From an optimization exercise on the open Yosys and OpenROAD flow, aimed at small area and a short achievable clock period; shortcuts taken in it are not production practice.
Where RTL was checked, it was by simulation tests only, not by an equivalence proof against the original.
No functional check of the RTL was part of runs 1 to 4.
Power is estimated from default activity; no workload was simulated.

==> flow/design.v <==
package deflate_pkg;
	function automatic logic [31:0] crc_shift(input logic [31:0] x, input integer n);
		crc_shift = x;
		for (int b = 0; b < n; b++)
			crc_shift = crc_shift[0] ? ((crc_shift >> 1) ^ 32'hEDB8_8320) : (crc_shift >> 1);
	endfunction
endpackage
`timescale 1ns/1ps
module block_decoder (
	input  logic        clk,
	input  logic        rst_n,
	input  logic        word_valid,
	input  logic [31:0] word,
	output logic        a_hdr,           
	output logic        a_dat,           
	output logic [1:0]  a_ra,            
	output logic [3:0]  a_sel,           
	output logic        a_trl,           
	output logic [31:0] a_word,          
	output logic        a_bf,            
	output logic [1:0]  ra,              
	output logic        protocol_error
);
	logic        in_data_q;      
	logic        ended_q;        
	logic        final_q;        
	logic [15:0] bytes_left;     
	logic        accept;
	logic        block_end;
	logic        is_final;
	logic        last_q;         
	logic [3:0]  ra_oh;
	logic [31:0] word_up;
	assign accept    = word_valid & ~a_hdr & ~ended_q;    
	assign block_end = in_data_q ? last_q : (word[15:0] == '0);
	assign is_final  = in_data_q ? final_q : word[24];
	assign ra = {bytes_left[1] ^ bytes_left[0], bytes_left[0]} & {2{in_data_q & last_q}};   
	always_comb begin
		for (int r = 0; r < 4; r++)
			ra_oh[r] = (ra == 2'(r));
		word_up = ({32{ra_oh[0] & in_data_q}} & word)
		        | ({32{ra_oh[1]}} & {word[23:0], 8'b0})
		        | ({32{ra_oh[2]}} & {word[15:0], 16'b0})
		        | ({32{ra_oh[3]}} & {word[7:0],  24'b0})
		        | ({32{~in_data_q}} & {~word[7:0], word[15:0], ~word[15:8]});
	end
	always_ff @(posedge clk or negedge rst_n) begin
		if (!rst_n) begin
			in_data_q      <= 1'b0;
			ended_q        <= 1'b0;
			a_hdr          <= 1'b0;
			a_dat          <= 1'b0;
			a_trl          <= 1'b0;
			a_sel          <= '0;
			protocol_error <= 1'b0;
		end else begin
			a_hdr <= accept & ~in_data_q;
			a_dat <= accept & in_data_q;
			a_trl <= accept & block_end & is_final;
			for (int r = 0; r < 4; r++)
				a_sel[r] <= accept & in_data_q & ra_oh[r];
			if (word_valid & ~accept)
				protocol_error <= 1'b1;
			if (accept) begin
				in_data_q <= ~block_end;
				ended_q   <= block_end & is_final;
			end
		end
	end
	always_ff @(posedge clk) begin
		a_word <= word_up;
		a_bf   <= word[24];
		if (accept) begin
			if (in_data_q) begin
				bytes_left[15:2] <= bytes_left[15:2] - 14'd1;
				last_q           <= (bytes_left[15:4] == '0) & ~(bytes_left[3] & (bytes_left[2:0] != 3'b000));
			end else begin
				bytes_left <= word[15:0];
				final_q    <= word[24];
				last_q     <= (word[15:3] == '0) & ~(word[2] & (word[1:0] != 2'b00));
			end
		end
	end
	assign a_ra = {a_sel[2] | a_sel[3], a_sel[1] | a_sel[3]};
endmodule
`timescale 1ns/1ps
module crc32_engine (
	input  logic        clk,
	input  logic        rst_n,
	input  logic        crc_valid,
	input  logic [3:0]  crc_sel,         
	input  logic [31:0] crc_data,        
	input  logic        load,            
	input  logic [31:0] load_value,
	output logic [31:0] crc_out
);
	logic [31:0] inv_q;          
	logic [31:0] c;
	logic [31:0] t_in;           
	logic [31:0] r_lo;           
	logic [31:0] c_next;
	assign c = ~inv_q;
	always_comb begin
		for (int p = 0; p < 4; p++) begin
			t_in[p*8 +: 8] = '0;
			r_lo[p*8 +: 8] = (c[p*8 +: 8] & {8{~crc_valid & ~load}}) | (~load_value[p*8 +: 8] & {8{load}});
			for (int r = 0; r < 4; r++) begin
				if (p >= r)
					t_in[p*8 +: 8] = t_in[p*8 +: 8] | (c[(p-r)*8 +: 8] & {8{crc_sel[r]}});
				else
					r_lo[p*8 +: 8] = r_lo[p*8 +: 8] | (c[(p-r+4)*8 +: 8] & {8{crc_sel[r]}});
			end
			t_in[p*8 +: 8] = t_in[p*8 +: 8] ^ (crc_data[p*8 +: 8] & {8{crc_valid}});
		end
	end
	logic [67:0] s;             
	assign s[0] = t_in[2] ^ t_in[7];
	assign s[1] = t_in[0] ^ t_in[22];
	assign s[2] = t_in[3] ^ t_in[21];
	assign s[3] = t_in[4] ^ s[1];
	assign s[4] = t_in[1] ^ t_in[23];
	assign s[5] = t_in[10] ^ t_in[26];
	assign s[6] = t_in[12] ^ t_in[28];
	assign s[7] = t_in[5] ^ t_in[8];
	assign s[8] = t_in[6] ^ t_in[25];
	assign s[9] = t_in[19] ^ t_in[27];
	assign s[10] = t_in[13] ^ t_in[29];
	assign s[11] = t_in[14] ^ t_in[30];
	assign s[12] = t_in[17] ^ t_in[24];
	assign s[13] = t_in[15] ^ t_in[31];
	assign s[14] = t_in[11] ^ t_in[16];
	assign s[15] = t_in[9] ^ s[8];
	assign s[16] = t_in[20] ^ s[0];
	assign s[17] = t_in[5] ^ s[13];
	assign s[18] = t_in[18] ^ t_in[26];
	assign s[19] = t_in[18] ^ t_in[25];
	assign s[20] = t_in[11] ^ t_in[27];
	assign s[21] = s[4] ^ s[9];
	assign s[22] = t_in[0] ^ s[6];
	assign s[23] = s[10] ^ s[11];
	assign s[24] = t_in[24] ^ t_in[28];
	assign s[25] = t_in[9] ^ s[0];
	assign s[26] = s[2] ^ s[12];
	assign s[27] = t_in[2] ^ t_in[29];
	assign s[28] = t_in[4] ^ t_in[15];
	assign s[29] = t_in[9] ^ t_in[23];
	assign s[30] = t_in[7] ^ s[19];
	assign s[31] = t_in[30] ^ s[5];
	assign s[32] = t_in[17] ^ s[3];
	assign s[33] = t_in[3] ^ t_in[10];
	assign s[34] = s[1] ^ s[17];
	assign s[35] = t_in[6] ^ s[16];
	assign s[36] = t_in[12] ^ s[7];
	assign s[37] = t_in[31] ^ s[2];
	assign s[38] = s[10] ^ s[22];
	assign s[39] = t_in[30] ^ s[18];
	assign s[40] = s[20] ^ s[31];
	assign s[41] = t_in[16] ^ s[3];
	assign s[42] = s[14] ^ s[21];
	assign s[43] = s[14] ^ s[17];
	assign s[44] = t_in[11] ^ s[15];
	assign s[45] = t_in[5] ^ s[25];
	assign s[46] = t_in[14] ^ s[33];
	assign s[47] = t_in[4] ^ s[4];
	assign s[48] = s[24] ^ s[28];
	assign s[49] = t_in[2] ^ s[3];
	assign s[50] = t_in[19] ^ s[13];
	assign s[51] = s[11] ^ s[43];
	assign s[52] = s[7] ^ s[15];
	assign s[53] = t_in[10] ^ s[26];
	assign s[54] = t_in[7] ^ s[5];
	assign s[55] = t_in[23] ^ s[12];
	assign s[56] = t_in[28] ^ s[9];
	assign s[57] = s[4] ^ s[12];
	assign s[58] = t_in[14] ^ s[45];
	assign s[59] = t_in[27] ^ s[7];
	assign s[60] = t_in[20] ^ s[29];
	assign s[61] = s[6] ^ s[27];
	assign s[62] = t_in[4] ^ t_in[24];
	assign s[63] = t_in[31] ^ s[5];
	assign s[64] = t_in[16] ^ t_in[29];
	assign s[65] = t_in[1] ^ s[23];
	assign s[66] = t_in[8] ^ s[39];
	assign s[67] = t_in[13] ^ s[32];
	assign c_next[0] = (s[41] ^ ((s[4] ^ (t_in[8] ^ (t_in[26] ^ t_in[3]))) ^ s[35])) ^ r_lo[0];
	assign c_next[1] = ((s[25] ^ s[26]) ^ (s[47] ^ s[59])) ^ r_lo[1];
	assign c_next[2] = (s[52] ^ ((s[33] ^ (t_in[18] ^ s[24])) ^ s[49])) ^ r_lo[2];
	assign c_next[3] = (s[44] ^ (s[54] ^ (((t_in[19] ^ t_in[29]) ^ (t_in[3] ^ t_in[5])) ^ s[47]))) ^ r_lo[3];
	assign c_next[4] = (s[40] ^ ((s[62] ^ s[36]) ^ s[35])) ^ r_lo[4];
	assign c_next[5] = (s[52] ^ (s[37] ^ (((t_in[13] ^ t_in[7]) ^ s[20]) ^ s[22]))) ^ r_lo[5];
	assign c_next[6] = (s[38] ^ (s[60] ^ ((t_in[16] ^ t_in[2]) ^ s[46]))) ^ r_lo[6];
	assign c_next[7] = (s[65] ^ ((t_in[11] ^ s[28]) ^ s[53])) ^ r_lo[7];
	assign c_next[8] = (((t_in[12] ^ s[19]) ^ s[49]) ^ s[51]) ^ r_lo[8];
	assign c_next[9] = ((s[50] ^ (s[16] ^ s[36])) ^ s[67]) ^ r_lo[9];
	assign c_next[10] = ((((t_in[13] ^ t_in[21]) ^ s[18]) ^ s[3]) ^ s[58]) ^ r_lo[10];
	assign c_next[11] = ((s[21] ^ s[46]) ^ (s[7] ^ (t_in[6] ^ (t_in[15] ^ t_in[22])))) ^ r_lo[11];
	assign c_next[12] = (((s[14] ^ s[29]) ^ s[48]) ^ s[35]) ^ r_lo[12];
	assign c_next[13] = (s[53] ^ (s[36] ^ (s[64] ^ (t_in[7] ^ (t_in[0] ^ t_in[25]))))) ^ r_lo[13];
	assign c_next[14] = (s[67] ^ (s[66] ^ (t_in[1] ^ s[44]))) ^ r_lo[14];
	assign c_next[15] = ((s[63] ^ ((t_in[12] ^ t_in[18]) ^ s[21])) ^ s[58]) ^ r_lo[15];
	assign c_next[16] = (s[42] ^ (s[54] ^ ((t_in[13] ^ t_in[22]) ^ s[48]))) ^ r_lo[16];
	assign c_next[17] = ((s[55] ^ s[59]) ^ (s[61] ^ (s[14] ^ (t_in[25] ^ (t_in[14] ^ t_in[20]))))) ^ r_lo[17];
	assign c_next[18] = (s[38] ^ ((s[26] ^ s[39]) ^ (t_in[15] ^ s[15]))) ^ r_lo[18];
	assign c_next[19] = ((s[41] ^ s[65]) ^ (s[63] ^ (s[9] ^ s[30]))) ^ r_lo[19];
	assign c_next[20] = ((((t_in[7] ^ (t_in[3] ^ t_in[6])) ^ s[56]) ^ s[32]) ^ s[51]) ^ r_lo[20];
	assign c_next[21] = ((((t_in[17] ^ t_in[3]) ^ s[18]) ^ s[61]) ^ s[34]) ^ r_lo[21];
	assign c_next[22] = (s[66] ^ (s[16] ^ (s[9] ^ (t_in[22] ^ s[10])))) ^ r_lo[22];
	assign c_next[23] = ((((t_in[0] ^ t_in[8]) ^ s[11]) ^ s[37]) ^ (s[56] ^ s[60])) ^ r_lo[23];
	assign c_next[24] = ((s[64] ^ (s[13] ^ s[24])) ^ (s[25] ^ ((s[2] ^ s[5]) ^ (t_in[8] ^ (t_in[23] ^ t_in[6]))))) ^ r_lo[24];
	assign c_next[25] = (s[40] ^ (s[57] ^ ((t_in[20] ^ s[27]) ^ s[15]))) ^ r_lo[25];
	assign c_next[26] = (s[40] ^ (s[37] ^ ((s[19] ^ s[6]) ^ (t_in[24] ^ s[0])))) ^ r_lo[26];
	assign c_next[27] = (s[42] ^ (((t_in[31] ^ s[8]) ^ s[16]) ^ s[38])) ^ r_lo[27];
	assign c_next[28] = (s[41] ^ (s[55] ^ (((t_in[21] ^ t_in[6]) ^ s[6]) ^ s[23]))) ^ r_lo[28];
	assign c_next[29] = (s[34] ^ (s[57] ^ (s[23] ^ s[30]))) ^ r_lo[29];
	assign c_next[30] = (((s[11] ^ s[62]) ^ (t_in[3] ^ (t_in[20] ^ t_in[22]))) ^ (s[30] ^ s[50])) ^ r_lo[30];
	assign c_next[31] = ((((t_in[19] ^ t_in[1]) ^ s[0]) ^ (s[2] ^ s[8])) ^ s[34]) ^ r_lo[31];
	always_ff @(posedge clk or negedge rst_n) begin
		if (!rst_n)
			inv_q <= '0;
		else
			inv_q <= ~c_next;
	end
	assign crc_out = inv_q;
endmodule
`timescale 1ns/1ps
module stored_sequencer (
	input  logic        clk,
	input  logic        rst_n,
	input  logic        a_hdr,
	input  logic        a_dat,
	input  logic [1:0]  a_ra,
	input  logic [3:0]  a_sel,
	input  logic [1:0]  ra_next,         
	input  logic        a_trl,
	input  logic [31:0] a_word,
	input  logic        a_bf,
	output logic [2:0]  b_n,             
	output logic        b_last,          
	output logic        b_bf,            
	output logic [31:0] b_lanes          
);
	logic        st_crc_q;               
	logic        st_isize_q;             
	logic [1:0]  pos_q;                  
	logic [15:0] isize_lo_q;             
	logic        isize_c_q;
	logic [15:0] isize_hi_q;
	logic [15:0] isize_hi_next;
	logic [31:0] crc_value;
	logic [31:0] g;                      
	logic [2:0]  n_c;
	logic [16:0] lo_sum;
	logic [1:0]  rot_next;
	logic [1:0]  pos_next;
	logic [3:0]  rot_q;                  
	crc32_engine crc32_engine_i (
		.clk       (clk),
		.rst_n     (rst_n),
		.crc_valid (a_dat),
		.crc_data  (a_word),
		.crc_sel   (a_sel),
		.load      (st_crc_q),                    
		.load_value({isize_hi_next, isize_lo_q}),
		.crc_out   (crc_value)
	);
	assign g = (st_crc_q | st_isize_q) ? crc_value : a_word;
	always_comb begin
		if (a_hdr)
			n_c = 3'd5;
		else if (a_dat)
			n_c = {a_ra == 2'd0, 2'd0 - a_ra};
		else if (st_crc_q | st_isize_q)
			n_c = 3'd4;
		else
			n_c = 3'd0;
	end
	always_comb begin
		logic [1:0] p;
		p        = {pos_q[1] ^ (pos_q[0] & a_hdr), pos_q[0] ^ a_hdr};    
		pos_next = {p[1] ^ a_ra[1] ^ (~p[0] & a_ra[0]), p[0] ^ a_ra[0]};
		rot_next = {pos_next[1] ^ ra_next[1] ^ (~pos_next[0] & ra_next[0]), pos_next[0] ^ ra_next[0]};
	end
	assign lo_sum        = {1'b0, isize_lo_q} + {1'b0, a_word[23:8]};    
	assign isize_hi_next = isize_hi_q + {15'b0, isize_c_q};
	always_ff @(posedge clk or negedge rst_n) begin
		if (!rst_n) begin
			st_crc_q   <= 1'b0;
			st_isize_q <= 1'b0;
			pos_q      <= '0;
			isize_lo_q <= '0;
			isize_c_q  <= 1'b0;
			isize_hi_q <= '0;
			b_n        <= '0;
			b_last     <= 1'b0;
		end else begin
			st_crc_q   <= a_trl;
			st_isize_q <= st_crc_q;
			pos_q      <= pos_next;
			if (a_hdr)
				isize_lo_q <= lo_sum[15:0];
			isize_c_q  <= a_hdr & lo_sum[16];
			isize_hi_q <= isize_hi_next;
			b_n        <= n_c;
			b_last     <= st_isize_q;
		end
	end
	always_ff @(posedge clk) begin
		b_bf    <= a_bf;
		for (int r = 0; r < 4; r++)
			rot_q[r] <= (rot_next == 2'(r));
		b_lanes <= ({32{rot_q[0]}} & g)
		         | ({32{rot_q[1]}} & {g[23:0], g[31:24]})
		         | ({32{rot_q[2]}} & {g[15:0], g[31:16]})
		         | ({32{rot_q[3]}} & {g[7:0],  g[31:8]});
	end
endmodule
`timescale 1ns/1ps
module bit_packer (
	input  logic        clk,
	input  logic        rst_n,
	input  logic [2:0]  b_n,
	input  logic        b_last,
	input  logic        b_bf,
	input  logic [31:0] b_lanes,
	output logic        out_valid,
	output logic [31:0] out_word,
	output logic        out_last,
	output logic [2:0]  out_bytes,
	output logic        done
);
	logic [2:0]  cnt_q;          
	logic        drain_q;        
	logic [31:0] ovf_q;          
	logic [31:0] held;           
	logic        emitted_q;      
	logic [3:0]  cnt_in;
	logic        last_seen;
	logic        emit;
	logic        emit_last;
	logic        hdr;
	logic [3:0]  sel_acc;        
	logic [3:0]  sel_fld;        
	logic [3:0]  sel_bf;         
	logic [31:0] word_c;
	assign cnt_in    = {1'b0, cnt_q} + {1'b0, b_n};
	assign last_seen = drain_q | b_last;
	assign emit      = (cnt_in >= 4'd4) | (last_seen & (cnt_in != '0));
	assign emit_last = last_seen & (cnt_in != '0) & (cnt_in <= 4'd4);
	assign hdr       = (b_n == 3'd5);
	always_comb begin
		for (int j = 0; j < 4; j++) begin
			sel_acc[j] = (cnt_q > 3'(j));
			sel_fld[j] = ~sel_acc[j] & (b_n != '0);
			sel_bf[j]  = hdr & (cnt_q[1:0] == 2'(j));
		end
		held = emitted_q ? ovf_q : out_word;
		for (int j = 0; j < 4; j++) begin
			word_c[j*8 +: 8] = ({8{sel_acc[j]}} & held[j*8 +: 8])
			                 | ({8{sel_fld[j] & ~sel_bf[j]}} & b_lanes[j*8 +: 8])
			                 | {7'b0, sel_bf[j] & b_bf};
		end
	end
	always_ff @(posedge clk or negedge rst_n) begin
		if (!rst_n) begin
			cnt_q     <= '0;
			drain_q   <= 1'b0;
			out_valid <= 1'b0;
			done      <= 1'b0;
		end else begin
			out_valid <= emit;
			drain_q   <= last_seen & ~emit_last;
			done      <= done | emit_last;
			if (emit)
				cnt_q <= emit_last ? '0 : 3'(cnt_in - 4'd4);
			else
				cnt_q <= 3'(cnt_in);
		end
	end
	always_ff @(posedge clk) begin
		out_last  <= emit_last;
		out_bytes <= emit_last ? 3'(cnt_in) : 3'd4;
		out_word  <= word_c;
		ovf_q     <= b_lanes;
		emitted_q <= emit;
	end
endmodule
`timescale 1ns/1ps
module deflate_stored_top (
	input  logic                        clk,
	input  logic                        rst_n,
	input  logic                        word_valid,
	input  logic [32-1:0]  word,           
	output logic                        out_valid,
	output logic [32-1:0]  out_word,
	output logic                        out_last,
	output logic [3-1:0] out_bytes,
	output logic                        done,
	output logic                        protocol_error
);
	logic        a_hdr, a_dat, a_trl;   
	logic [1:0]  a_ra;
	logic [3:0]  a_sel;
	logic [1:0]  ra_next;
	logic [31:0] a_word;
	logic        a_bf;
	logic [2:0]  b_n;                   
	logic        b_last, b_bf;
	logic [31:0] b_lanes;
	block_decoder block_decoder_i (
		.clk            (clk),
		.rst_n          (rst_n),
		.word_valid     (word_valid),
		.word           (word),
		.a_hdr          (a_hdr),
		.a_dat          (a_dat),
		.a_ra            (a_ra),
		.a_sel           (a_sel),
		.ra              (ra_next),
		.a_trl          (a_trl),
		.a_word         (a_word),
		.a_bf           (a_bf),
		.protocol_error (protocol_error)
	);
	stored_sequencer stored_sequencer_i (
		.clk     (clk),
		.rst_n   (rst_n),
		.a_hdr   (a_hdr),
		.a_dat   (a_dat),
		.a_ra     (a_ra),
		.a_sel    (a_sel),
		.ra_next  (ra_next),
		.a_trl   (a_trl),
		.a_word  (a_word),
		.a_bf    (a_bf),
		.b_n     (b_n),
		.b_last  (b_last),
		.b_bf    (b_bf),
		.b_lanes (b_lanes)
	);
	bit_packer bit_packer_i (
		.clk       (clk),
		.rst_n     (rst_n),
		.b_n       (b_n),
		.b_last    (b_last),
		.b_bf      (b_bf),
		.b_lanes   (b_lanes),
		.out_valid (out_valid),
		.out_word  (out_word),
		.out_last  (out_last),
		.out_bytes (out_bytes),
		.done      (done)
	);
endmodule
==> flow/run.sh <==
#!/bin/bash
# synth_recipe.tcl (not shown) runs the flow's synth.tcl, then flattens the netlist and writes it again
# the make line also repeats each setting of config.mk as NAME=value (left out here)
make -C /OpenROAD-flow-scripts/flow DESIGN_CONFIG=/design/flow/config.mk WORK_HOME=/design/flow/orfs CLKGATE_MAP_FILE= SYNTH_SCRIPT=/design/flow/synth_recipe.tcl finish
==> flow/config.mk <==
export PLATFORM = sky130hd
export DESIGN_NAME = deflate_stored_top
export DESIGN_NICKNAME = deflate_stored_top
export VERILOG_FILES = /design/flow/design.v
export SDC_FILE = /design/flow/constraint.sdc
export NUM_CORES = 4
export LEC_CHECK = 0
export CAP_MARGIN = 20
export CORE_MARGIN = 2
export CORE_UTILIZATION = 40
export CTS_BUF_LIST = sky130_fd_sc_hd__clkbuf_8
export SETUP_SLACK_MARGIN = 3.5
export SLEW_MARGIN = 20
export TNS_END_PERCENT = 5
==> flow/constraint.sdc <==
create_clock -name core_clock -period 6.0 [get_ports {clk}]
set_input_delay 1.2000 -clock core_clock [delete_from_list [all_inputs] [get_ports {clk}]]
set_output_delay 1.2000 -clock core_clock [all_outputs]
set_load 0.01 [all_outputs]
==> run summary, run 1 <==
Outcome
The flow ran to the end and the layout has no timing, DRC or antenna violations.

Power and ir drop
The worst supply voltage drop on vdd is approximately 0.3 mV. The leakage power total is roughly 7.6 nW. Dividing total power by cell area gives a power density of 664 nW/um^2.

Timing
The worst path in the final design needs a cycle of between 2 and 3 ns, including I/O delays and setup. The count of endpoints failing hold in the final timing report is 0. For the pin with the worst max-slew slack, the measured transition is approximately 1.1 ns. Timing would allow up to approximately 370 MHz.

The total count of max-transition violations in the final report is 0. Setup repair after global routing could not meet its margin everywhere. On the final layout, the worst hold slack is 0.341 ns.

The count of endpoints failing setup in the final report is 0. The worst path uses between 40% and 50% of the clock period. The worst pin sits at a relative slew slack of between 20% and 30%. The clock arrives with between 0.015 and 0.02 ns of skew. The total negative setup slack is 0 ns.

Global routing
The total overflow left after global routing is 0. The initial antenna violation count is 0. The via count of the first global-routing pass was 11,300.

The wire length of the first global-routing pass is between 70 and 80 mm. The combined global-route utilization of all metal layers is between 20% and 30%. The maximum number of pins on one net before global-route repair is 49.

Setup path
The worst setup path is launched from a flip-flop. The critical path starts at block_decoder_i.a_sel[0]$_DFF_PN0_. The endpoint identified for the worst register-to-register timing path is stored_sequencer_i.crc32_engine_i.inv_q[17]$_DFF_PN0_. Counting cells, the worst reg-to-reg path comes to 8. The critical path data required time is approximately 6.4 ns.

The worst setup path category is flip-flop to flip-flop. For the worst setup path, the data arrival time is ~3.2 ns. The start of the worst register-to-register path is block_decoder_i.a_sel[0]$_DFF_PN0_. The kind of capture point of the worst setup path is a flip-flop. Among all stages on the critical path, the largest delay is contributed by sky130_fd_sc_hd__dfrtp_4. Along the worst path, the maximum fanout reaches 3.

The reg-to-reg setup timing slack is between 3 and 4 ns. In this design, the stage delay of the slowest critical-path cell is about 0.48 ns. The critical path goes through buf_4 > and2b_1 > xnor2_4 > xnor3_2 > xor2_4 > xnor3_1 > xor2_1 > xnor2_1.

Clock network
The maximum number of buffers from clock root to sink is 3. TritonCTS built the clock tree. The TritonCTS sink count is approximately 250.

The buffer type at the clock tree root is sky130_fd_sc_hd__clkbuf_8. The total of hold buffers inserted after clock tree synthesis is 0. The number of buffers created by CTS is 45.

For the worst-skew pair, the clock arrives at the later sink with an insertion delay of approximately 0.57 ns. The clock tree synthesis step divided the H-tree into 2 levels. Clock-pin slew was measured on the worst setup and hold paths at approximately 0.060 ns.

Floorplanning
The count of pins on the block boundary is 74. The overall die area is approximately 37,000 um^2. For this configuration, the core starts out at a cell density of between 40% and 50%. The x dimension of the die is 192 um. The count of standard-cell rows is 68. From bottom edge to top edge, the die measures between 150 and 200 um. The placeable core area is 34,700 um^2.

Placement
Summed over all nets, the half-perimeter wirelength after detailed placement is between 30 and 40 mm. The number of I/O port buffers is between 70 and 80. The congestion estimate from routability-driven global placement came to just over 1.

Hold path
The start point of the worst min-delay path is block_decoder_i.a_bf$_DFF_P_. For hold timing, the worst endpoint is stored_sequencer_i.b_bf$_DFF_P_. In this run the worst hold path is classified as flip-flop to flip-flop. The number of cells on the worst hold path is 0.

Synth
The gate count of the mapped netlist is 1,397. Counting every net in the synthesized netlist gives about 1,500. After synthesis, the mean cell area works out to 10.2 um^2. The combined area of all synthesized cells is ~14,000 um^2. For this run, the number of Yosys warnings is 4. Of all flip-flops after synthesis, the portion carrying an async set or reset was 36.2%. The most frequently used flop master after synthesis is sky130_fd_sc_hd__dfxtp_1. In this run, distinct cell masters in the synthesized netlist total a little under 80. The synthesized design contains 18 enable-type register cells. The number of storage elements in the synthesis netlist is ~250. The share of the yosys chip area belonging to registers is about two fifths.

Final layout
The antenna diode count is 0. In the layout the commonest cells are sky130_fd_sc_hd__xnor2_1, sky130_fd_sc_hd__dfxtp_1, sky130_fd_sc_hd__nand2_1, sky130_fd_sc_hd__buf_4, sky130_fd_sc_hd__dfrtp_1. Cells fill between 50% and 60% of the core in the end. Relative to the synthesized area, the layout overhead comes to 25.9%.

The layout cell share with drive strength beyond 1 is a little over a fifth. At the end of the flow, the number of nets in the layout was 1,612. The most common cell after layout, fill and taps aside is sky130_fd_sc_hd__xnor2_1.

Route
The post-detailed-route DRC marker count is 0. The overall via count from detail_route is between 10,000 and 15,000. The first TritonRoute pass finished after 9 iterations. The final layout contains routed wiring with a total length of 47.6 mm.

The ratio of routed vias to standard cells is around 5.7. The number of DRC violations after detailed-routing iteration 0 is between 1,000 and 1,500. The mean routed wirelength per cell is between 20 and 25 um.

In this run the remaining antenna-violating nets after routing total 0.

Run
The max capacitance violation total is 0.
-- through the flow --
stage               cell area, um^2  std cells  setup WS, ns  total power, mW
floorplan                     14200       1397          3.46             7.52
global placement              15300       1866          2.48             9.20
detailed placement            15300       1866          2.41             9.26
CTS                           17600       2018          3.25             11.6
global route                  17900       2039          3.23             12.5
finish                        17900       2039          3.26             11.9
-- cells in the mapped netlist, drive strengths merged (19+ instances only) --
cell / instances / area share [%]
mux2i: 35 / 2.5
dfxtp: 139 / 20
mux2: 32 / 2.5
o21ai: 61 / 2.2
inv: 58 / 1.5
o22ai: 40 / 1.9
nor3: 20 / 0.71
a21oi: 34 / 1.2
a22oi: 64 / 3.4
nor2: 59 / 1.6
xnor2: 179 / 12
xnor3: 32 / 5.1
dfrtp: 89 / 16
xor2: 83 / 5.8
ha: 27 / 2.4
nand2: 136 / 3.6
buf: 19 / 0.78
nand2b: 23 / 1.0
clkbuf: 48 / 1.3
-- final cells by class --
type | instances | area (um^2)
Fill cell | 3132 | 16800
Multi-Input combinational cell | 1027 | 8870
Sequential cell | 246 | 5570
Timing Repair Buffer | 170 | 1550
Clock buffer | 57 | 785
Tap cell | 455 | 569
Clock inverter | 26 | 280
Inverter | 58 | 243
-- repair_timing --
action	in CTS	in global routing
pin swaps	36	12
setup endpoints to repair	168	172
gates cloned	0	1
resized for setup	99	23
setup buffers	69	20
-- report_power, final --
part	switching (mW)	internal, mW	total (mW)	leakage, nW
registers	0.901	2.44	3.35	2.41
logic	3.29	3.38	6.67	4.58
clock network	0.725	1.12	1.84	0.579
-- state kept, by name (all words and copies together), names as in the netlist, 2 cells and up --
name / count
bit_packer_i.out_word: 32
bit_packer_i.ovf_q: 32
block_decoder_i.a_word: 32
stored_sequencer_i.b_lanes: 32
stored_sequencer_i.crc32_engine_i.inv_q: 32
block_decoder_i.bytes_left: 16
stored_sequencer_i.isize_hi_q: 16
stored_sequencer_i.isize_lo_q: 16
block_decoder_i.a_sel: 4
stored_sequencer_i.rot_q: 4
bit_packer_i.cnt_q: 3
bit_packer_i.out_bytes: 3
stored_sequencer_i.b_n: 3
stored_sequencer_i.pos_q: 2
-- kinds of logic (layout without fill, tap and decap cells) --
| group | count (synthesis) | in the layout | share of synthesized area, % |
|---|---|---|---|
| AOI/OAI and AO/OA | 313 | 313 | 16.0 |
| xor gates and xnor gates | 297 | 297 | 23.0 |
| adders and majority gates | 29 | 29 | 2.66 |
| buffers and inverters | 125 | 311 | 3.66 |
| DFF | 246 | 246 | 39.1 |
| muxes | 67 | 67 | 5.01 |
| and+or+nand+nor | 320 | 321 | 10.6 |
-- layer usage --
layer | part of all wire (%) | track usage, % | up-vias
met5 | 0 | 0 | -
met4 | 5.2 | 12.7 | 0
met3 | 8.2 | 5.15 | 150
met2 | 45 | 40.0 | 563
met1 | 42 | 34.6 | 5586
li1 | - | - | 5235
-- worst max-delay path, delay by kind of cell (launching register included) --
family / cells / cell delay (ns)
XOR/XNOR: 6 / 1.73
AND/OR/NAND/NOR: 1 / 0.23
flip-flops: 1 / 0.48
buffers and inverters: 1 / 0.17
-- how the worst max path moves through the flow --
stage                                                            endpoint  slack, ns  depth (start not counted)
CTS                         stored_sequencer_i.isize_lo_q[13]$_DFFE_PN0P_       3.25                          8
detailed placement  stored_sequencer_i.crc32_engine_i.inv_q[20]$_DFF_PN0_       2.41                          7
floorplan           stored_sequencer_i.crc32_engine_i.inv_q[25]$_DFF_PN0_       3.46                          8
global route        stored_sequencer_i.crc32_engine_i.inv_q[28]$_DFF_PN0_       3.23                          9
finish              stored_sequencer_i.crc32_engine_i.inv_q[17]$_DFF_PN0_       3.26                          8
global placement     stored_sequencer_i.crc32_engine_i.inv_q[8]$_DFF_PN0_       2.48                          7
==> run 2, diff against run 1 <==
--- a/flow/config.mk
+++ b/flow/config.mk
@@ -8,7 +8,8 @@
 export CAP_MARGIN = 20
 export CORE_MARGIN = 2
 export CORE_UTILIZATION = 40
-export CTS_BUF_LIST = sky130_fd_sc_hd__clkbuf_8
+export CTS_CLUSTER_DIAMETER = 80
+export CTS_CLUSTER_SIZE = 24
 export SETUP_SLACK_MARGIN = 3.5
 export SLEW_MARGIN = 20
 export TNS_END_PERCENT = 5
==> run summary, run 2 <==
Clock network
The number of buffers created by CTS is 17 (-62%). The buffer type at the clock tree root is sky130_fd_sc_hd__clkbuf_16. The TritonCTS sink count is 246 (unchanged). The maximum number of buffers from clock root to sink is 3 (unchanged). TritonCTS built the clock tree. The CTS clock-pin slew for the worst setup and hold paths is 0.09 ns (+0.03 ns). The maximum level of the CTS H-tree is 1 (-1). The clock insertion delay at the later pin of the skew report is 0.53 ns (-0.04 ns).

Timing
The hold slack is 0.344 ns (+0.00225 ns). The actual transition at the worst max-transition pin is 1.11 ns (+0.0198 ns). The relative max-transition margin is 25.6% (-1.3 points). The count of endpoints failing setup in the final report is 0 (unchanged). The total count of max-transition violations in the final report is 0 (unchanged). The achievable frequency was 367 MHz (+0.47%). Setup repair after global routing could not meet its margin everywhere.

The worst clock skew is 0.0257 ns (+0.00780 ns). The total negative setup slack came to 0 ns (unchanged). The post-route minimum period was 2.73 ns (-0.0127 ns).

The share of the clock period used by the worst path was 45.4% (-0.21 points). The count of endpoints failing hold in the final timing report was 0 (unchanged). The smallest setup slack after layout came to 3.27 ns (+0.0127 ns).

Power and ir drop
The relative contribution of combinational cells to total power is 59.4% (+3.2 points). The leakage power total is 7.23 nW (-4.6%). The total internal power came to 6.38 mW (-8.0%). The power density over the cells is 650 nW/um^2 (-2.1%). The worst supply voltage drop on vdd is 0.301 mV (+0.59%). The fraction of power spent switching nets was 43.1% (+1.6 points). The overall power consumption is 11.2 mW (-5.5%).

The clock network power share came to 10.9% (-4.7 points). The net switching component of the power is 4.83 mW (-1.9%). The portion of total power attributed to sequential cells is 29.7% (+1.5 points).

Setup path
The biggest cell delay along the critical path is 0.54 ns (+0.06 ns). The worst setup path category is flip-flop to flip-flop. The data arrival time of the critical path came to 3.12 ns (-0.06 ns). The critical path goes through buf_4 > clkinv_8 > o221ai_2 > xor2_2 > xor2_1 > xnor3_1 > xor2_1 > xnor2_1. The critical path data required time came to 6.39 ns (-0.05 ns). The worst setup path is captured at a flip-flop. The startpoint type of the worst setup path is a flip-flop. The library cell appearing most often on the critical path is sky130_fd_sc_hd__xor2_1. The largest fanout on the critical path is 20 (+17). The count of buffering cells on the critical path with inverters included came to 2 (+1). In this design, the largest share of critical-path delay is due to XOR/XNOR gates. The largest individual stage delay along the critical path comes from the cell sky130_fd_sc_hd__xnor3_1.

Synth
The number of unique standard cell types used by synthesis is 79 (unchanged). The complex-gate fraction of the synthesized area is 16.0% (unchanged). The share of synthesized registers carrying an async set or reset is 36.2% (unchanged).

The combined area of all synthesized cells came to 14,200 um^2 (unchanged). The number of storage elements in the synthesis netlist is 246 (unchanged). The number of enable-type register cells in the synthesized netlist is 18 (unchanged).

The top cell type's share of synthesized area is 19.6% (unchanged). The synthesized netlist net count is 1,461 (unchanged). Yosys attributes the largest share of cell area to sky130_fd_sc_hd__dfxtp_1, sky130_fd_sc_hd__dfrtp_1, sky130_fd_sc_hd__xnor2_1, sky130_fd_sc_hd__xnor3_1, sky130_fd_sc_hd__xor2_1. Among all cell types in the netlist, the one instantiated most often is sky130_fd_sc_hd__xnor2_1.

The commonest cells after synthesis are sky130_fd_sc_hd__xnor2_1, sky130_fd_sc_hd__dfxtp_1, sky130_fd_sc_hd__nand2_1. The most frequently used flop master after synthesis is sky130_fd_sc_hd__dfxtp_1. The multiplexer share of the synthesized area is 5.01% (unchanged). The dominant cell type by area after synthesis is sky130_fd_sc_hd__dfxtp_1. The parity-gate share of the synthesized area counting xor and xnor cells came to 23.0% (unchanged).

The total number of yosys warnings is 4 (unchanged). The share of the yosys chip area belonging to registers was 39.1% (unchanged). The dominant combinational cell family by area after synthesis is XOR/XNOR gates. The gate count of the mapped netlist is 1,397 (unchanged). The mean cell area of the mapped netlist is 10.2 um^2 (unchanged). The arithmetic-cell share of the synthesized area counting full adders, half adders and majority gates came to 2.66% (unchanged).

The area fraction in and, or, nand and nor cells after synthesis came to 10.6% (unchanged).

Route
The overall via count from detail_route is 11,400 (-1.1%). The total wire length after detailed routing is 46.8 mm (-1.6%). The ratio of routed vias to standard cells was 5.78 (+2.2%). The first-pass iteration count of the detailed router is 8 (-1). The mean routed wirelength per cell is 23.7 um (+1.7%). The post-route antenna net violation count is 0 (unchanged). The post-detailed-route DRC marker count is 0 (unchanged). The number of DRC violations after detailed-routing iteration 0 came to 1,272 (-0.70%).

Placement
The number of cells in the design after placement is 1,866 (unchanged). The number of I/O port buffers is 73 (unchanged). The worst setup slack after placement was 2.41 ns (unchanged). The placer congestion estimate is 1.02 (unchanged). The area after detailed placement is 15,300 um^2 (unchanged).

The sum of net half-perimeters after detailed placement is 34.1 mm (unchanged).

Floorplanning
The overall die height is 192 um (unchanged). The initial standard-cell utilization of the core was 40.9% (unchanged). The count of pins on the block boundary is 74 (unchanged).

The count of standard-cell rows came to 68 (unchanged). The overall die area is 37,000 um^2 (unchanged). The x dimension of the die is 192 um (unchanged).

The placeable core area is 34,700 um^2 (unchanged).

Final layout
The antenna diode count came to 0 (unchanged). The post-layout instance count excluding filler cells was 1,973 (-3.2%). The core utilization of the finished layout is 49.7% (-1.8 points). The number of fillers in the final layout is 3,158 (+0.83%). The number of nets in the layout is 1,573 (-2.4%). The most common cell after layout, fill and taps aside is sky130_fd_sc_hd__dfxtp_1. Leaving out fill and tap cells, the most frequent cells in the layout are sky130_fd_sc_hd__dfxtp_1, sky130_fd_sc_hd__xnor2_1, sky130_fd_sc_hd__nand2_1, sky130_fd_sc_hd__dfrtp_1, sky130_fd_sc_hd__buf_4.

The post-route cell area is 17,300 um^2 (-3.5%). The area growth from synthesis to layout is 21.5%. The layout cell share with drive strength beyond 1 is 18.0% (-2.8 points).

Global routing
The global route total overflow is 0 (unchanged). The wire length of the first global-routing pass came to 69.6 mm (-1.8%). The combined global-route utilization of all metal layers is 25.4% (-0.52 points).

The via count of the first global-routing pass is 11,000 (-3.0%). The initial antenna violation count is 0 (unchanged). The maximum number of pins on one net before global-route repair is 49 (unchanged).

Run
The max capacitance violation total is 0 (unchanged).

Outcome
The run finished with no timing, DRC or antenna violations.

Hold path
The worst hold path class is flip-flop to flip-flop.
[run 2: final timing paths]
check	start	endpoint	slack [ns]	depth (start not counted)
max in group asynchronous	rst_n	block_decoder_i.a_sel[3]$_DFF_PN0_	4.17	2
min in group asynchronous	rst_n	stored_sequencer_i.isize_hi_q[8]$_DFF_PN0_	0.68	1
hold reg to reg	stored_sequencer_i.b_lanes[5]$_DFF_P_	bit_packer_i.ovf_q[5]$_DFF_P_	0.34	0
setup reg to reg	block_decoder_i.a_sel[0]$_DFF_PN0_	stored_sequencer_i.crc32_engine_i.inv_q[17]$_DFF_PN0_	3.27	8
hold / removal	stored_sequencer_i.b_lanes[5]$_DFF_P_	bit_packer_i.ovf_q[5]$_DFF_P_	0.34	0
setup / recovery	block_decoder_i.a_sel[0]$_DFF_PN0_	stored_sequencer_i.crc32_engine_i.inv_q[17]$_DFF_PN0_	3.27	8
[run 2: repair_timing]
item,4_1_cts,5_1_grt
buffers inserted,61,18
pin swaps,36,12
endpoints found under the setup margin,168,131
hold buffers,0,0
resized for setup,90,26
[run 2: layout make-up]
type	count	area [um^2]	area share, %
clock inverters	8	110	0.638
flip-flops and latches	246	5580	32.3
well taps	455	569	3.30
clock buffers	20	437	2.53
repair buffers	160	1480	8.59
multi-input cells	1026	8830	51.2
inverters	58	246	1.43
[run 2: cell families after synthesis]
group / count (synthesis)
AND/OR/NAND/NOR: 320
AO/OA/AOI/OAI: 313
XOR/XNOR: 297
flip-flops: 246
buffers and inverters: 125
multiplexers: 67
adder cells (fa/ha/maj): 29
[run 2: routing by layer]
metal / vias to the layer above / track usage (%) / share of wire (%)
met1: 5528 / 34.8 / 41
met3: 153 / 3.89 / 8.4
met5: - / 0 / 0
met2: 597 / 39.3 / 44
li1: 5128 / - / -
met4: 0 / 11.7 / 5.9
[run 2: power by group through the flow]
stage / Clock, mW / Sequential, mW / Combinational, mW
after detailed placement: 0 / 3.33 / 5.93
after global placement: 0 / 3.33 / 5.88
final: 1.23 / 3.33 / 6.66
after CTS: 1.26 / 3.28 / 6.46
after global routing: 1.31 / 3.37 / 7.20
after floorplan: 0 / 2.85 / 4.67
==> run 3, diff against run 2 <==
==> flow/flow/run.sh (new file) <==
#!/bin/bash
# The standard layout, with the port buffers made of plain buffers instead of the
# slow delay buffers buffer_ports picks by default. Every port still gets its buffer.
set -euo pipefail
export BUFFER_PORTS_ARGS="-buffer_cell sky130_fd_sc_hd__buf_2"
bash standard.sh > standard.log 2>&1
==> flow/standard.sh (new file) <==
#!/bin/bash
# synth_recipe.tcl (not shown) runs the flow's synth.tcl, then flattens the netlist and writes it again
# the make line also repeats each setting of config.mk as NAME=value (left out here)
make -C /OpenROAD-flow-scripts/flow DESIGN_CONFIG=/design/flow/config.mk WORK_HOME=/design/flow/orfs CLKGATE_MAP_FILE= SYNTH_SCRIPT=/design/flow/synth_recipe.tcl "${@:-finish}"
--- a/flow/config.mk
+++ b/flow/config.mk
@@ -8,8 +8,6 @@
 export CAP_MARGIN = 20
 export CORE_MARGIN = 2
 export CORE_UTILIZATION = 40
-export CTS_CLUSTER_DIAMETER = 80
-export CTS_CLUSTER_SIZE = 24
 export SETUP_SLACK_MARGIN = 3.5
 export SLEW_MARGIN = 20
 export TNS_END_PERCENT = 5
removed: flow/run.sh
==> run summary, run 3 <==
Final layout
From synthesis to final layout, the design area changed by 22.8%. The layout cell share with drive strength beyond 1 was 24.2% (+6.2 points). The antenna diode count was 0 (unchanged). The number of nets in the layout is 1,581 (+0.51%). The post-route cell area is 17,400 um^2 (+1.1%). The area of the multi-input gates is 9000 um^2 (+1.9%). The core utilization of the finished layout came to 50.2% (+0.53 points).

In the layout the commonest cells are sky130_fd_sc_hd__nand2_1, sky130_fd_sc_hd__dfxtp_1, sky130_fd_sc_hd__xnor2_1, sky130_fd_sc_hd__dfrtp_1, sky130_fd_sc_hd__buf_4. The post-layout instance count excluding filler cells is 1,991 (+0.91%). The number of fillers in the final layout is 3,128 (-0.95%). The register area came to 5580 um^2 (unchanged).

Synth
The number of enable-type register cells in the synthesized netlist was 18 (unchanged). The number of unique standard cell types used by synthesis is 79 (unchanged). The top cell type's share of synthesized area is 19.6% (unchanged).

The commonest cells after synthesis are sky130_fd_sc_hd__xnor2_1, sky130_fd_sc_hd__dfxtp_1, sky130_fd_sc_hd__nand2_1. The mean cell area of the mapped netlist came to 10.2 um^2 (unchanged). The total number of yosys warnings was 4 (unchanged). The most repeated cell in the gate-level netlist after synthesis is sky130_fd_sc_hd__xnor2_1. The share of synthesized registers carrying an async set or reset is 36.2% (unchanged).

For this run, the leading register cell type out of synthesis is sky130_fd_sc_hd__dfxtp_1. The gate count of the mapped netlist came to 1,397 (unchanged). The combined area of all synthesized cells is 14,200 um^2 (unchanged).

The number of storage elements in the synthesis netlist is 246 (unchanged). By area the synthesized netlist is led by sky130_fd_sc_hd__dfxtp_1, sky130_fd_sc_hd__dfrtp_1, sky130_fd_sc_hd__xnor2_1, sky130_fd_sc_hd__xnor3_1, sky130_fd_sc_hd__xor2_1. The dominant cell type by area after synthesis is sky130_fd_sc_hd__dfxtp_1. The synthesized netlist net count was 1,461 (unchanged). The share of the yosys chip area belonging to registers is 39.1% (unchanged).

Placement
The sum of net half-perimeters after detailed placement was 33.8 mm (-0.81%). The area after detailed placement is 15,000 um^2 (-2.3%). The number of cells in the design after placement is 1,867 (+0.054%).

The number of I/O port buffers was 73 (unchanged). The placer congestion estimate is 0.989 (-2.9%). The worst setup slack after placement is 2.42 ns (+0.0120 ns).

Timing
The worst clock skew came to 0.0335 ns (+0.00780 ns). The count of endpoints failing setup in the final report is 0 (unchanged). Setup repair after global routing could not meet its margin everywhere.

The smallest setup slack after layout is 3.28 ns (+0.0115 ns). The actual transition at the worst max-transition pin is 1.11 ns (-0.00452 ns). The total negative setup slack is 0 ns (unchanged). The hold slack is 0.341 ns (-0.00286 ns). The total count of max-transition violations in the final report is 0 (unchanged). The achievable frequency is 368 MHz (+0.42%). The relative max-transition margin is 25.9% (+0.30 points).

The post-route minimum period came to 2.72 ns (-0.0115 ns). The share of the clock period used by the worst path came to 45.3% (-0.19 points). The count of endpoints failing hold in the final timing report came to 0 (unchanged).

Global routing
The met3 capacity usage during global routing is 5.11% (+1.2 points). The global route total overflow is 0 (unchanged). The via count of the first global-routing pass is 10,900 (-1.1%). The wire length of the first global-routing pass is 69.1 mm (-0.69%). The maximum number of pins on one net before global-route repair was 49 (unchanged).

The most used routing layer is met2. The met1 layer usage reported by global route is 34.3% (-0.46 points). The combined global-route utilization of all metal layers is 25.1% (-0.23 points).

The fraction of met2 tracks used by global routing was 38.0% (-1.3 points). The initial antenna violation count came to 0 (unchanged).

Clock network
The CTS clock-pin slew for the worst setup and hold paths is 0.06 ns (-0.03 ns). The TritonCTS sink count is 246 (unchanged). The TritonCTS clock tree is yes. The buffer type at the clock tree root is sky130_fd_sc_hd__clkbuf_16.

The number of buffers created by CTS is 28 (+11). The maximum number of buffers from clock root to sink is 3 (unchanged). The clock insertion delay at the later pin of the skew report is 0.57 ns (+0.04 ns). The maximum level of the CTS H-tree is 1 (unchanged).

Route
The overall via count from detail_route was 11,500 (+0.65%). The first-pass iteration count of the detailed router was 10 (+2). The mean routed wirelength per cell was 23.6 um (-0.62%). The total wire length after detailed routing is 47.0 mm (+0.29%). The post-detailed-route DRC marker count is 0 (unchanged). The ratio of routed vias to standard cells came to 5.77 (-0.26%). The number of DRC violations after detailed-routing iteration 0 is 1,371 (+7.8%). The post-route antenna net violation count came to 0 (unchanged).

Power and ir drop
The clock network power share was 14.8% (+3.9 points). The total internal power is 6.84 mW (+7.2%). The power density over the cells is 682 nW/um^2 (+5.0%). The overall power consumption is 11.9 mW (+6.1%). The worst supply voltage drop on vdd is 0.269 mV (-11%). The fraction of power spent switching nets is 42.5% (-0.59 points). The leakage power total was 7.54 nW (+4.3%). The relative contribution of combinational cells to total power came to 56.9% (-2.5 points). The portion of total power attributed to sequential cells is 28.4% (-1.3 points). The net switching component of the power is 5.05 mW (+4.6%).

Setup path
The largest fanout on the critical path was 20 (unchanged). The data arrival time of the critical path was 3.13 ns (about the same). STA classifies the critical path endpoint as a flip-flop. The reg-to-reg setup timing slack is 3.28 ns (about the same). STA classifies the critical path startpoint as a flip-flop. The number of cell instances on the worst register-to-register path is 9 (+1). The critical path data required time is 6.41 ns (+0.02 ns). The worst setup path category is flip-flop to flip-flop.

Floorplanning
The x dimension of the die is 192 um (unchanged). The overall die area was 37,000 um^2 (unchanged). The count of pins on the block boundary is 74 (unchanged). The initial standard-cell utilization of the core came to 40.9% (unchanged). The placeable core area is 34,700 um^2 (unchanged). The count of standard-cell rows is 68 (unchanged). The overall die height is 192 um (unchanged).

Hold path
The number of cells on the worst hold path was 0 (unchanged). The worst hold path class is flip-flop to flip-flop.

Run
The max capacitance violation total is 0 (unchanged).

Outcome
The flow ran to the end and the layout has no timing, DRC or antenna violations.
## run 3: cell types whose count changed in the layout (fill, tap and decap cells not counted), sizes merged
cell | before | now
clkdlybuf4s50 | 72 | 0
clkinv | 3 | 5
clkbuf | 20 | 42
buf | 88 | 157
inv | 60 | 58
clkinvlp | 3 | 2
## run 3: path summary, 6_finish.rpt
check | startpoint | to
worst max-delay path | block_decoder_i.a_sel[0]$_DFF_PN0_ | stored_sequencer_i.crc32_engine_i.inv_q[25]$_DFF_PN0_
worst min-delay path | block_decoder_i.a_bf$_DFF_P_ | stored_sequencer_i.b_bf$_DFF_P_
worst max register to register | block_decoder_i.a_sel[0]$_DFF_PN0_ | stored_sequencer_i.crc32_engine_i.inv_q[25]$_DFF_PN0_
worst min register to register | block_decoder_i.a_bf$_DFF_P_ | stored_sequencer_i.b_bf$_DFF_P_
max in group asynchronous | rst_n | block_decoder_i.a_sel[2]$_DFF_PN0_
min in group asynchronous | rst_n | stored_sequencer_i.crc32_engine_i.inv_q[24]$_DFF_PN0_
## run 3: layout make-up
class / instances / area share, %
clock inverters: 7 / 0.402
flip-flops and latches: 246 / 32.0
repair buffers: 157 / 6.21
multi-input cells: 1026 / 51.6
well taps: 455 / 3.26
inverters: 58 / 1.38
clock buffers: 42 / 5.17
## run 3: cell families (layout without fill, tap and decap cells)
family / Yosys count / count (layout) / share of synthesized area, %
and+or+nand+nor: 320 / 320 / 10.6
AOI/OAI and AO/OA: 313 / 313 / 16.0
xor gates and xnor gates: 297 / 297 / 23.0
DFF: 246 / 246 / 39.1
buffers and inverters: 125 / 264 / 3.66
muxes: 67 / 67 / 5.01
adders and majority gates: 29 / 29 / 2.66
## run 3: power groups by stage
| stage | combinational, mW | clock [mW] | sequential [mW] |
|---|---|---|---|
| 2_1_floorplan | 4.67 | 0 | 2.85 |
| 3_3_place_gp | 5.85 | 0 | 3.35 |
| 3_5_place_dp | 5.89 | 0 | 3.35 |
| 4_1_cts | 6.45 | 1.80 | 3.32 |
| 5_1_grt | 7.23 | 1.87 | 3.41 |
| 6_report | 6.76 | 1.76 | 3.37 |
## run 3: worst max-delay path, cell delays in order (launching register included)
cell                       delay, ns
sky130_fd_sc_hd__dfrtp_4        0.47
sky130_fd_sc_hd__buf_12         0.13
sky130_fd_sc_hd__clkinv_8       0.13
sky130_fd_sc_hd__o221ai_2       0.31
sky130_fd_sc_hd__xor2_4         0.21
sky130_fd_sc_hd__buf_12         0.16
sky130_fd_sc_hd__xor2_4         0.36
sky130_fd_sc_hd__xnor2_4        0.19
sky130_fd_sc_hd__xnor3_1        0.45
sky130_fd_sc_hd__xor2_1         0.15
## run 3: layer usage
layer	wire length (um)	vias up
met5	80	-
met4	2530	2
met3	4380	134
met2	20600	596
met1	19400	5574
li1	-	5174
## run 3: repair_timing
action,4_1_cts,5_1_grt
gates cloned,0,0
pin swaps,39,17
setup endpoints to repair,85,66
setup buffers,56,19
gates resized for setup,104,30
hold buffers,0,0
==> run 4, diff against run 3 <==
--- a/flow/config.mk
+++ b/flow/config.mk
@@ -8,6 +8,6 @@
 export CAP_MARGIN = 20
 export CORE_MARGIN = 2
 export CORE_UTILIZATION = 40
-export SETUP_SLACK_MARGIN = 3.5
+export SETUP_SLACK_MARGIN = 3.8
 export SLEW_MARGIN = 20
 export TNS_END_PERCENT = 5
==> run summary, run 4 <==
Global routing
The initial antenna violation count is 1 (+1). The via count of the first global-routing pass was 11,100 (+2.0%). The maximum number of pins on one net before global-route repair is 63 (+29%).

The global route total overflow is 0 (unchanged). The wire length of the first global-routing pass is 69.0 mm (-0.11%). The combined global-route utilization of all metal layers is 24.9% (-0.20 points).

Floorplanning
The placeable core area is 34,700 um^2 (unchanged). The count of standard-cell rows is 68 (unchanged). The x dimension of the die was 192 um (unchanged). The initial standard-cell utilization of the core is 40.9% (unchanged). The count of pins on the block boundary came to 74 (unchanged).

The overall die height is 192 um (unchanged). The overall die area was 37,000 um^2 (unchanged).

Placement
The worst setup slack after placement is 2.62 ns (+0.205 ns). The number of I/O port buffers came to 73 (unchanged). The placer congestion estimate is 0.981 (-0.82%). The sum of net half-perimeters after detailed placement is 33.4 mm (-1.2%). The number of cells in the design after placement is 1,865 (-0.11%).

The area after detailed placement was 15,100 um^2 (+1.2%).

Hold path
The worst min-delay path endpoint is bit_packer_i.ovf_q[22]$_DFF_P_. The worst hold path belongs to the class flip-flop to flip-flop. The start point of the worst min-delay path is stored_sequencer_i.b_lanes[22]$_DFF_P_.

The number of cells on the worst hold path is 0 (unchanged).

Power and ir drop
The clock network power share is 14.2% (-0.6 points). The portion of total power attributed to sequential cells is 28.1% (-0.3 points). The worst supply voltage drop on vdd was 0.277 mV (+2.9%). The net switching component of the power was 5.03 mW (-0.44%). The power density over the cells was 675 nW/um^2 (-1.1%).

The leakage power total is 7.66 nW (+1.6%). The fraction of power spent switching nets came to 42.2% (-0.29 points). The total internal power is 6.90 mW (+0.77%). The relative contribution of combinational cells to total power is 57.7% (+0.8 points). The overall power consumption is 11.9 mW (+0.26%).

Setup path
The start of the worst register-to-register path is block_decoder_i.a_sel[0]$_DFF_PN0_. In this design, the critical path's most frequently occurring cell is sky130_fd_sc_hd__xor2_4. The biggest cell delay along the critical path is 0.52 ns (+0.05 ns). The largest fanout on the critical path came to 20 (unchanged).

The critical path goes through inv_8 > o221ai_2 > xor2_4 > buf_12 > xor2_4 > xor2_2 > buf_4 > xnor2_2 > xnor3_1. The number of cell instances on the worst register-to-register path is 9 (unchanged). The count of buffering cells on the critical path with inverters included is 3 (unchanged).

The end of the worst register-to-register path is stored_sequencer_i.crc32_engine_i.inv_q[24]$_DFF_PN0_. The critical path data required time was 6.43 ns (+0.02 ns). Among all stages on the critical path, the largest delay is contributed by sky130_fd_sc_hd__dfrtp_4.

STA classifies the critical path endpoint as a flip-flop. STA classifies the critical path startpoint as a flip-flop. The data arrival time of the critical path is 3.20 ns (+0.07 ns).

The top cell family by delay on the critical path is XOR/XNOR gates. The reg-to-reg setup timing slack came to 3.23 ns (-0.05 ns). The setup path with the least slack is of type flip-flop to flip-flop.

Clock network
The maximum level of the CTS H-tree is 1 (unchanged). The number of buffers created by CTS is 27 (-3.6%). The TritonCTS sink count is 246 (unchanged). TritonCTS built the clock tree. The maximum number of buffers from clock root to sink is 3 (unchanged). The cell sitting at the root of the clock tree is a sky130_fd_sc_hd__clkbuf_16.

The CTS clock-pin slew for the worst setup and hold paths is 0.06 ns (about the same). The clock insertion delay at the later pin of the skew report is 0.55 ns (-0.02 ns). The total of hold buffers inserted after clock tree synthesis is 0 (unchanged).

Final layout
The most common cell after layout, fill and taps aside is sky130_fd_sc_hd__dfxtp_1. The top cell types in the final layout, fill and taps aside, are sky130_fd_sc_hd__dfxtp_1, sky130_fd_sc_hd__nand2_1, sky130_fd_sc_hd__xnor2_1, sky130_fd_sc_hd__buf_4, sky130_fd_sc_hd__dfrtp_1. The post-route cell area is 17,700 um^2 (+1.4%). The layout cell share with drive strength beyond 1 was 25.9% (+1.7 points).

The post-layout instance count excluding filler cells is 2,012 (+1.1%). The number of nets in the layout was 1,599 (+1.1%). The number of fillers in the final layout is 3,106 (-0.70%). Compared with the post-synthesis result, the final layout area differs by 24.5%. The core utilization of the finished layout was 50.9% (+0.68 points).

Timing
The smallest setup slack after layout is 3.23 ns (-0.0547 ns). The count of endpoints failing hold in the final timing report is 0 (unchanged). The post-route minimum period is 2.77 ns (+0.0547 ns). The hold slack was 0.348 ns (+0.00727 ns). The worst clock skew is 0.0102 ns (-0.0233 ns). The actual transition at the worst max-transition pin was 1.09 ns (-0.0167 ns). Setup repair after global routing could not meet its margin everywhere. The achievable frequency came to 361 MHz (-2.0%). The share of the clock period used by the worst path came to 46.2% (+0.91 points).

The count of endpoints failing setup in the final report is 0 (unchanged). The relative max-transition margin is 27.1% (+1.1 points). The total count of max-transition violations in the final report was 0 (unchanged). The total negative setup slack was 0 ns (unchanged).

Synth
The gate count of the mapped netlist was 1,397 (unchanged). The combined area of all synthesized cells is 14,200 um^2 (unchanged). The number of storage elements in the synthesis netlist came to 246 (unchanged).

Yosys instantiated no cell more often than sky130_fd_sc_hd__xnor2_1. The share of synthesized registers carrying an async set or reset was 36.2% (unchanged). The dominant cell type by area after synthesis is sky130_fd_sc_hd__dfxtp_1. The total number of yosys warnings is 4 (unchanged). The number of enable-type register cells in the synthesized netlist is 18 (unchanged). The number of unique standard cell types used by synthesis came to 79 (unchanged). The share of the yosys chip area belonging to registers is 39.1% (unchanged).

The mean cell area of the mapped netlist is 10.2 um^2 (unchanged). Yosys attributes the largest share of cell area to sky130_fd_sc_hd__dfxtp_1, sky130_fd_sc_hd__dfrtp_1, sky130_fd_sc_hd__xnor2_1, sky130_fd_sc_hd__xnor3_1, sky130_fd_sc_hd__xor2_1. The synthesized netlist net count is 1,461 (unchanged).

After synthesis, the most frequently instantiated cells are sky130_fd_sc_hd__xnor2_1, sky130_fd_sc_hd__dfxtp_1, sky130_fd_sc_hd__nand2_1. The top cell type's share of synthesized area is 19.6% (unchanged). The most frequently used flop master after synthesis is sky130_fd_sc_hd__dfxtp_1.

Route
The overall via count from detail_route is 11,600 (+0.65%). The post-route antenna net violation count is 0 (unchanged). The ratio of routed vias to standard cells is 5.74 (-0.40%). The total wire length after detailed routing is 46.7 mm (-0.59%). The first-pass iteration count of the detailed router is 9 (-1). The mean routed wirelength per cell came to 23.2 um (-1.6%). The number of DRC violations after detailed-routing iteration 0 came to 1,176 (-14%).

The post-detailed-route DRC marker count is 0 (unchanged).

Outcome
The run finished with no timing, DRC or antenna violations.

Run
The max capacitance violation total came to 0 (unchanged).
run 4: cell families (layout without fill, tap and decap cells):
| logic type | Yosys count | after routing | share of synthesized area, % |
|---|---|---|---|
| simple gates | 320 | 320 | 10.6 |
| mux | 67 | 67 | 5.01 |
| flops | 246 | 246 | 39.1 |
| xor+xnor | 297 | 297 | 23.0 |
| fa+ha+maj | 29 | 29 | 2.66 |
| buf+inv | 125 | 284 | 3.66 |
| other cells | 0 | 1 | 0 |
| compound gates | 313 | 313 | 16.0 |
run 4: routing by layer:
layer  GRT usage (%)  wire, um  vias up
met4            11.4      2600        0
met5               0         0        -
li1                -         -     5195
met3            4.67      4070      179
met2            38.5     20500      591
met1            33.9     19500     5590
run 4: worst max path at each step:
stage,slack (ns),end,cells past startpoint,from
after CTS,3.28,stored_sequencer_i.crc32_engine_i.inv_q[19]$_DFF_PN0_,8,block_decoder_i.a_sel[0]$_DFF_PN0_
after detailed placement,2.62,stored_sequencer_i.crc32_engine_i.inv_q[8]$_DFF_PN0_,7,block_decoder_i.a_sel[0]$_DFF_PN0_
after global placement,2.59,stored_sequencer_i.crc32_engine_i.inv_q[8]$_DFF_PN0_,7,block_decoder_i.a_sel[0]$_DFF_PN0_
after global routing,3.15,stored_sequencer_i.crc32_engine_i.inv_q[24]$_DFF_PN0_,9,block_decoder_i.a_sel[1]$_DFF_PN0_
final,3.23,stored_sequencer_i.crc32_engine_i.inv_q[24]$_DFF_PN0_,9,block_decoder_i.a_sel[0]$_DFF_PN0_
after floorplan,3.59,stored_sequencer_i.crc32_engine_i.inv_q[29]$_DFF_PN0_,9,block_decoder_i.a_sel[0]$_DFF_PN0_
run 4: what timing repair did:
| item | CTS | global route |
|---|---|---|
| setup buffers | 74 | 19 |
| gates resized for setup | 77 | 50 |
| endpoints found under the setup margin | 142 | 162 |
| gates cloned | 0 | 3 |
| pin swaps | 39 | 34 |
run 4: cell type report:
| type | instances | area [um^2] | area share, % |
|---|---|---|---|
| clock buffer | 35 | 726 | 4.11 |
| clock inverter | 15 | 185 | 1.05 |
| timing repair buffer | 175 | 1260 | 7.11 |
| timing repair inverter | 1 | 5.00 | 0.0283 |
| multi-input combinational | 1026 | 9120 | 51.6 |
| inverter | 58 | 238 | 1.35 |
| sequential | 246 | 5570 | 31.5 |
| antenna | 1 | 2.50 | 0.0142 |
| tap | 455 | 569 | 3.22 |
run 4: power by group through the flow:
| stage | Combinational [mW] | Sequential [mW] | Clock [mW] |
|---|---|---|---|
| after global routing | 7.38 | 3.39 | 1.79 |
| after global placement | 5.88 | 3.32 | 0 |
| after floorplan | 4.74 | 2.86 | 0 |
| after CTS | 6.47 | 3.30 | 1.72 |
| after detailed placement | 5.92 | 3.33 | 0 |
| final | 6.88 | 3.36 | 1.69 |
==> run 5, diff against run 4 <==
--- a/flow/design.v
+++ b/flow/design.v
@@ -214,12 +214,8 @@
 	assign c_next[29] = (s[34] ^ (s[57] ^ (s[23] ^ s[30]))) ^ r_lo[29];
 	assign c_next[30] = (((s[11] ^ s[62]) ^ (t_in[3] ^ (t_in[20] ^ t_in[22]))) ^ (s[30] ^ s[50])) ^ r_lo[30];
 	assign c_next[31] = ((((t_in[19] ^ t_in[1]) ^ s[0]) ^ (s[2] ^ s[8])) ^ s[34]) ^ r_lo[31];
-	always_ff @(posedge clk or negedge rst_n) begin
-		if (!rst_n)
-			inv_q <= '0;
-		else
-			inv_q <= ~c_next;
-	end
+	always_ff @(posedge clk)
+		inv_q <= ~c_next;
 	assign crc_out = inv_q;
 endmodule
 `timescale 1ns/1ps
@@ -240,6 +236,8 @@
 	output logic [31:0] b_lanes          
 );
 	logic        st_crc_q;               
+	logic        hdr_seen_q;             
+	logic        crc_init;
 	logic        st_isize_q;             
 	logic [1:0]  pos_q;                  
 	logic [15:0] isize_lo_q;             
@@ -259,10 +257,11 @@
 		.crc_valid (a_dat),
 		.crc_data  (a_word),
 		.crc_sel   (a_sel),
-		.load      (st_crc_q),                    
-		.load_value({isize_hi_next, isize_lo_q}),
+		.load      (st_crc_q | crc_init),         
+		.load_value({isize_hi_next, isize_lo_q} & {32{st_crc_q}}),
 		.crc_out   (crc_value)
 	);
+ 	assign crc_init = a_hdr & ~hdr_seen_q;   
 	assign g = (st_crc_q | st_isize_q) ? crc_value : a_word;
 	always_comb begin
 		if (a_hdr)
@@ -285,6 +284,7 @@
 	always_ff @(posedge clk or negedge rst_n) begin
 		if (!rst_n) begin
 			st_crc_q   <= 1'b0;
+			hdr_seen_q <= 1'b0;
 			st_isize_q <= 1'b0;
 			pos_q      <= '0;
 			isize_lo_q <= '0;
@@ -294,6 +294,7 @@
 			b_last     <= 1'b0;
 		end else begin
 			st_crc_q   <= a_trl;
+			hdr_seen_q <= hdr_seen_q | a_hdr;
 			st_isize_q <= st_crc_q;
 			pos_q      <= pos_next;
 			if (a_hdr)
--- a/flow/config.mk
+++ b/flow/config.mk
@@ -8,6 +8,6 @@
 export CAP_MARGIN = 20
 export CORE_MARGIN = 2
 export CORE_UTILIZATION = 40
-export SETUP_SLACK_MARGIN = 3.8
+export SETUP_SLACK_MARGIN = 3.5
 export SLEW_MARGIN = 20
 export TNS_END_PERCENT = 5
==> run summary, run 5 <==
Global routing
The wire length of the first global-routing pass is 65.5 mm (-5.1%). The via count of the first global-routing pass is 10,700 (-3.8%). The global route total overflow is 0 (unchanged). The initial antenna violation count is 0 (-1).

Clock network
The total of hold buffers inserted after clock tree synthesis was 0 (unchanged). The CTS clock-pin slew for the worst setup and hold paths is 0.06 ns (about the same). The TritonCTS sink count was 247 (+0.41%). The root buffer cell chosen for the clock tree is sky130_fd_sc_hd__clkbuf_16.

Synth
The share of the yosys chip area belonging to registers is 38.0% (-1.1 points). The combined area of all synthesized cells is 14,300 um^2 (+0.42%). The share of synthesized registers carrying an async set or reset came to 23.5% (-13 points). The total number of yosys warnings came to 4 (unchanged). The mean cell area of the mapped netlist is 10.1 um^2 (-0.85%). Summed over all instances, the cell type with the most area after synthesis is sky130_fd_sc_hd__dfxtp_1.

Power and ir drop
The power density over the cells is 688 nW/um^2 (+1.9%). The leakage power total is 6.87 nW (-10%).

Placement
The placer congestion estimate was 0.961 (-2.1%). The number of cells in the design after placement is 1,887 (+1.2%).

Setup path
In this run the critical register-to-register path is launched from stored_sequencer_i.crc32_engine_i.inv_q[11]$_DFF_P_. The worst setup path category is flip-flop to flip-flop. The startpoint type of the worst setup path is a flip-flop. The top cell family by delay on the critical path is XOR/XNOR gates. The data arrival time of the critical path came to 3.06 ns (-0.14 ns).

The end of the worst register-to-register path is stored_sequencer_i.crc32_engine_i.inv_q[26]$_DFF_P_. The kind of capture point of the worst setup path is a flip-flop.

Run
The max capacitance violation total was 0 (unchanged).

Final layout
In the layout the commonest cells are sky130_fd_sc_hd__xnor2_1, sky130_fd_sc_hd__dfxtp_1, sky130_fd_sc_hd__nand2_1, sky130_fd_sc_hd__buf_2, sky130_fd_sc_hd__a22oi_1. Leaving out fill and tap cells, the most frequent cell in the layout is sky130_fd_sc_hd__xnor2_1.

Route
The post-detailed-route DRC marker count came to 0 (unchanged). The overall via count from detail_route came to 11,200 (-3.5%). The total wire length after detailed routing is 44.8 mm (-4.2%).

Outcome
The run finished with no timing, DRC or antenna violations.

Floorplanning
The x dimension of the die came to 193 um (+0.21%).

Hold path
The startpoint identified for the worst hold timing path is block_decoder_i.a_bf$_DFF_P_.
[run 5: logic make-up (layout without fill, tap and decap cells)]
family                     Yosys count  in the layout  share of synthesized area (%)
DFF                                247            247                           38.0
xor gates and xnor gates           321            321                           23.3
AOI/OAI and AO/OA                  316            316                           16.6
muxes                               76             76                           5.70
adders and majority gates           29             29                           2.65
buffers and inverters              115            241                           3.42
and+or+nand+nor                    311            312                           10.3
[run 5: worst register-to-register path, stage by stage, from the launching register on]
cell and delay [ns]:
sky130_fd_sc_hd__dfxtp_1 0.59, sky130_fd_sc_hd__nor2b_1 0.14, sky130_fd_sc_hd__a2111oi_4 0.38, sky130_fd_sc_hd__xor2_2 0.36
sky130_fd_sc_hd__xor2_1 0.15, sky130_fd_sc_hd__xnor2_1 0.30, sky130_fd_sc_hd__xnor2_2 0.14, sky130_fd_sc_hd__buf_4 0.17
sky130_fd_sc_hd__xnor2_2 0.13, sky130_fd_sc_hd__xnor2_1 0.14
[run 5: where the power goes]
group | internal (mW) | switching [mW] | leakage, nW
Sequential | 2.46 | 0.966 | 2.33
Combinational | 3.16 | 3.34 | 4.07
Clock | 1.02 | 0.726 | 0.477
Total | 6.63 | 5.03 | 6.87
[run 5: metrics by stage]
step | hold slack (ns) | util, % | cell area [um^2] | setup WS (ns)
final | 0.333 | 48.1 | 17000 | 3.39
after global placement | 0.319 | 42.3 | 15000 | 2.63
after floorplan | 0.310 | - | 14300 | 3.52
after detailed placement | 0.317 | 42.3 | 15000 | 2.61
after global routing | 0.345 | 48.1 | 17000 | 3.29
after CTS | 0.332 | 46.3 | 16400 | 3.39
[run 5: cell type report]
class | count | area, um^2 | area share [%]
Inverter | 47 | 201 | 1.19
Sequential cell | 247 | 5440 | 32.1
Timing Repair inverter | 1 | 5.00 | 0.0295
Multi-Input combinational cell | 1054 | 8850 | 52.2
Tap cell | 461 | 577 | 3.40
Clock inverter | 11 | 118 | 0.693
Timing Repair Buffer | 141 | 935 | 5.51
Clock buffer | 41 | 840 | 4.95
[run 5: what timing repair did]
item                       4_1_cts  5_1_grt
gates cloned                     1        1
gates resized for setup         43       51
setup endpoints to repair       76       60
pin swaps                       12       28
setup buffers                   26       36
[run 5: worst max-delay path by stage]
stage,startpoint,endpoint,cells past startpoint,slack [ns]
after floorplan,stored_sequencer_i.isize_lo_q[0]$_DFFE_PN0P_,stored_sequencer_i.isize_lo_q[12]$_DFFE_PN0P_,10,3.52
after global placement,block_decoder_i.a_sel[0]$_DFF_PN0_,stored_sequencer_i.crc32_engine_i.inv_q[16]$_DFF_P_,8,2.63
after detailed placement,block_decoder_i.a_sel[0]$_DFF_PN0_,stored_sequencer_i.crc32_engine_i.inv_q[16]$_DFF_P_,8,2.61
after CTS,stored_sequencer_i.crc32_engine_i.inv_q[13]$_DFF_P_,stored_sequencer_i.crc32_engine_i.inv_q[7]$_DFF_P_,7,3.39
after global routing,block_decoder_i.a_sel[2]$_DFF_PN0_,stored_sequencer_i.crc32_engine_i.inv_q[9]$_DFF_P_,9,3.29
final,stored_sequencer_i.crc32_engine_i.inv_q[11]$_DFF_P_,stored_sequencer_i.crc32_engine_i.inv_q[26]$_DFF_P_,9,3.39
[run 5: layer usage]
metal | GRT usage (%) | vias up | part of all wire [%]
met5 | 0 | - | 0
met4 | 9.04 | 0 | 4.1
met3 | 2.80 | 125 | 6.9
met2 | 37.3 | 476 | 46
met1 | 32.8 | 5376 | 43
li1 | - | 5177 | -
